Background: an optimization exercise with open tools, aiming at small area, a short achievable clock period and few clock cycles. Do not read the settings as production practice. Where RTL was checked, it was by simulation tests only, not by an equivalence proof against the original. Power is estimated from default activity; no workload was simulated.

## grid_cell_shape_membership_core
module grid_cell_shape_membership_core
(
  input  logic                 clk,
  input  logic                 rst,
  input  logic                 cfg_valid,
  output logic                 cfg_ready,
  input  logic [gcsm_pkg::CFG_IDX_W-1:0] cfg_index,
  input  logic [gcsm_pkg::VALUE_W-1:0]   cfg_data,
  input  logic                 in_valid,
  output logic                 in_ready,
  input  logic [gcsm_pkg::COORD_W-1:0]   cell_x,
  input  logic [gcsm_pkg::COORD_W-1:0]   cell_y,
  output logic                 out_valid,
  input  logic                 out_ready,
  output logic [gcsm_pkg::COORD_W-1:0]   out_x,
  output logic [gcsm_pkg::COORD_W-1:0]   out_y,
  output logic [gcsm_pkg::MARK_W-1:0]    mark,
  output logic signed [gcsm_pkg::VALUE_W-1:0] write_value,
  output logic                 shape_fits
);
  function automatic logic le6(input logic [5:0] a, input logic [5:0] b);
    logic r;
    r = 1'b1;
    for (int i = 0; i < 6; i++) r = (!a[i] && b[i]) || ((!a[i] || b[i]) && r);
    le6 = r;
  endfunction
  function automatic logic lt6(input logic [5:0] a, input logic [5:0] b);
    logic r;
    r = 1'b0;
    for (int i = 0; i < 6; i++) r = (!a[i] && b[i]) || ((!a[i] || b[i]) && r);
    lt6 = r;
  endfunction
  function automatic logic le7(input logic [6:0] a, input logic [6:0] b);
    logic r;
    r = 1'b1;
    for (int i = 0; i < 7; i++) r = (!a[i] && b[i]) || ((!a[i] || b[i]) && r);
    le7 = r;
  endfunction
  function automatic logic le13(input logic [12:0] a, input logic [12:0] b);
    logic r;
    r = 1'b1;
    for (int i = 0; i < 13; i++) r = (!a[i] && b[i]) || ((!a[i] || b[i]) && r);
    le13 = r;
  endfunction
  function automatic logic [6:0] radd6(input logic [5:0] a, input logic [5:0] b,
                                       input logic ci);
    logic c;
    c = ci;
    for (int i = 0; i < 6; i++) begin
      radd6[i] = a[i] ^ b[i] ^ c;
      c = (a[i] & b[i]) | (a[i] & c) | (b[i] & c);
    end
    radd6[6] = c;
  endfunction
  logic [KIND_W-1:0]         shape_kind;
  logic [COORD_W-1:0]        reg_a, reg_b, reg_c, reg_d;
  logic [COORD_W-1:0]        grid_x_last, grid_y_last;
  ...
make LEC_CHECK=0 CAP_MARGIN=20 CORE_MARGIN=2 CORE_UTILIZATION=40 SETUP_SLACK_MARGIN=3.7 SLEW_MARGIN=20 finish   # period 7.0 ns
run.sh (not shown) runs the stock make flow with config.mk's settings and CLKGATE_MAP_FILE= SYNTH_SCRIPT=/design/flow/synth_recipe.tcl, a recipe that flattens the netlist after the stock synthesis.
The starting point finished clean.
Testbench counts at the start, summed over its fixed seeds: cycles 14,784.
Change:
--- a/flow/design.v
+++ b/flow/design.v
@@ -67,12 +67,23 @@
     for (int i = 0; i < 6; i++) begin
       radd6[i] = a[i] ^ b[i] ^ c;
       c = (a[i] & b[i]) | (a[i] & c) | (b[i] & c);
     end
     radd6[6] = c;
   endfunction
+  function automatic logic fit_hi(input logic [5:0] p, input logic [5:0] q,
+                                  input logic [5:0] g);
+    logic [7:0] u, v, w, cs, cc, t;
+    u  = {2'b00, g};
+    v  = ~{2'b00, p};
+    w  = ~{2'b00, q};
+    cs = u ^ v ^ w;
+    cc = ((u & v) | (u & w) | (v & w)) << 1;
+    t  = cs + cc + 8'd2;
+    fit_hi = !t[7];
+  endfunction
   logic [KIND_W-1:0]         shape_kind;
   logic [COORD_W-1:0]        reg_a, reg_b, reg_c, reg_d;
   logic [COORD_W-1:0]        grid_x_last, grid_y_last;
   logic [VALUE_W-1:0]        fill_value;
   logic                      fill_ok;
   logic [VALUE_W-1:0]        wdata;
@@ -94,13 +105,14 @@
     if (wen[6]) grid_y_last <= wgrid;
     if (cfg_valid && cfg_index == 3'd7) fill_value <= cfg_data;
     fill_ok <= !rst && (fill_ok || (cfg_valid && cfg_index == 3'd7));
   end
   logic is_circ, is_n, is_s, is_e, is_w, is_rect, is_tri, is_ell, is_inacc, is_rt;
   logic shape_ok, fx1, fx2, fy1, fy2, frt;
-  logic [COORD_W:0]   a_plus_cx, b_plus_ry, a_plus_b;
+  logic [COORD_W:0]   a_plus_b;
+  logic [COORD_W-1:0] rx, ryy;
   logic [COORD_W-1:0] ry, cxn, cyn, k1n, k2n, xlo, xhi, ylo, yhi;
   logic               a_lt_b, c_lt_d;
   always_comb begin
     is_n     = shape_kind == KIND_HALF_N;
     is_s     = shape_kind == KIND_HALF_S;
     is_e     = shape_kind == KIND_HALF_E;
@@ -109,18 +121,18 @@
     is_circ  = (shape_kind[3] == 1'b0 && shape_kind[2:0] <= 3'd4) || is_inacc;
     is_rect  = shape_kind == KIND_RECT;
     is_tri   = shape_kind == KIND_TRIANGLE;
     is_ell   = shape_kind == KIND_ELLIPSE;
     is_rt    = is_rect || is_tri;
     ry        = is_ell ? reg_d : reg_c;
-    a_plus_cx = radd6(reg_a, (is_w ? 6'd0 : reg_c), 1'b0);
-    b_plus_ry = radd6(reg_b, (is_s ? 6'd0 : ry), 1'b0);
+    rx  = is_w ? 6'd0 : reg_c;
+    ryy = is_s ? 6'd0 : ry;
     fx1 = is_e || le6(reg_c, reg_a);
-    fx2 = le7(a_plus_cx, {1'b0, grid_x_last});
+    fx2 = fit_hi(reg_a, rx, grid_x_last);
     fy1 = is_n || le6(ry, reg_b);
-    fy2 = le7(b_plus_ry, {1'b0, grid_y_last});
+    fy2 = fit_hi(reg_b, ryy, grid_y_last);
     frt = le6(reg_a, grid_x_last) && le6(reg_b, grid_x_last) &&
           le6(reg_c, grid_y_last) && le6(reg_d, grid_y_last);
     a_lt_b = lt6(reg_a, reg_b);
     c_lt_d = lt6(reg_c, reg_d);
     xlo    = a_lt_b ? reg_a : reg_b;
     xhi    = a_lt_b ? reg_b : reg_a;
@@ -153,13 +165,13 @@
   logic blocked, leave, again, fire, geo_q, head_q;
   logic v1, v2, v3, h1, h2, h3;
   logic [COORD_W-1:0] x3, y3;
   assign blocked  = out_valid && !out_ready;
   assign leave    = v3 && !blocked && (!head_q || h3);
   assign again    = v3 && !leave;
-  assign in_ready = !geo_q && !head_q && !again;
+  assign in_ready = !geo_q && !head_q && !(v3 && blocked);
   assign fire     = in_valid && in_ready;
   always_ff @(posedge clk) begin
     geo_q <= rst || (cfg_valid && cfg_index != 3'd7);
     if (rst) begin
       v1        <= 1'b0;
       v2        <= 1'b0;
Result:
- hold slack is about the same
- non-clock buffer count climbs by 6
- die area climbs by 2.8%
- count of clock-buffer cells in the layout climbs by 6
- power barely changes
- clock skew climbs by 0.0095 ns
- clock power stays flat
- cell count climbs by 3.5%
No functional check of the RTL was part of the second run of this note.

## static timing again, ports no longer ideal
Ports are ideal in the flow. The routed layouts listed here were re-timed in OpenROAD. Step 1 (the two cells are an assumption about what drives the block):
set clk [get_ports {clk}]
set_driving_cell -lib_cell sky130_fd_sc_hd__clkbuf_16 $clk
set_driving_cell -lib_cell sky130_fd_sc_hd__buf_2 [delete_from_list [all_inputs] $clk]
Step 2 times the ports against the registers' clock, not the clock port: input delays grow and output delays shrink by t, the midpoint of the rising clock arrivals with the driver on. Slacks: no drivers / after step 1 / after step 2; pairs: no drivers / after step 1.
run | shift t [ns] | setup slack, ns | pins driven straight from the clock port
the first run | 0.636 | 3.522 / 3.488 / 2.978 | 1
the second run | 0.637 | 3.629 / 3.618 / 3.060 | 1
After both steps every run listed still meets setup and hold. For the second run, which loses most, drivers alone change the setup slack by -0.011 ns; drivers and shift together by -0.569 ns.
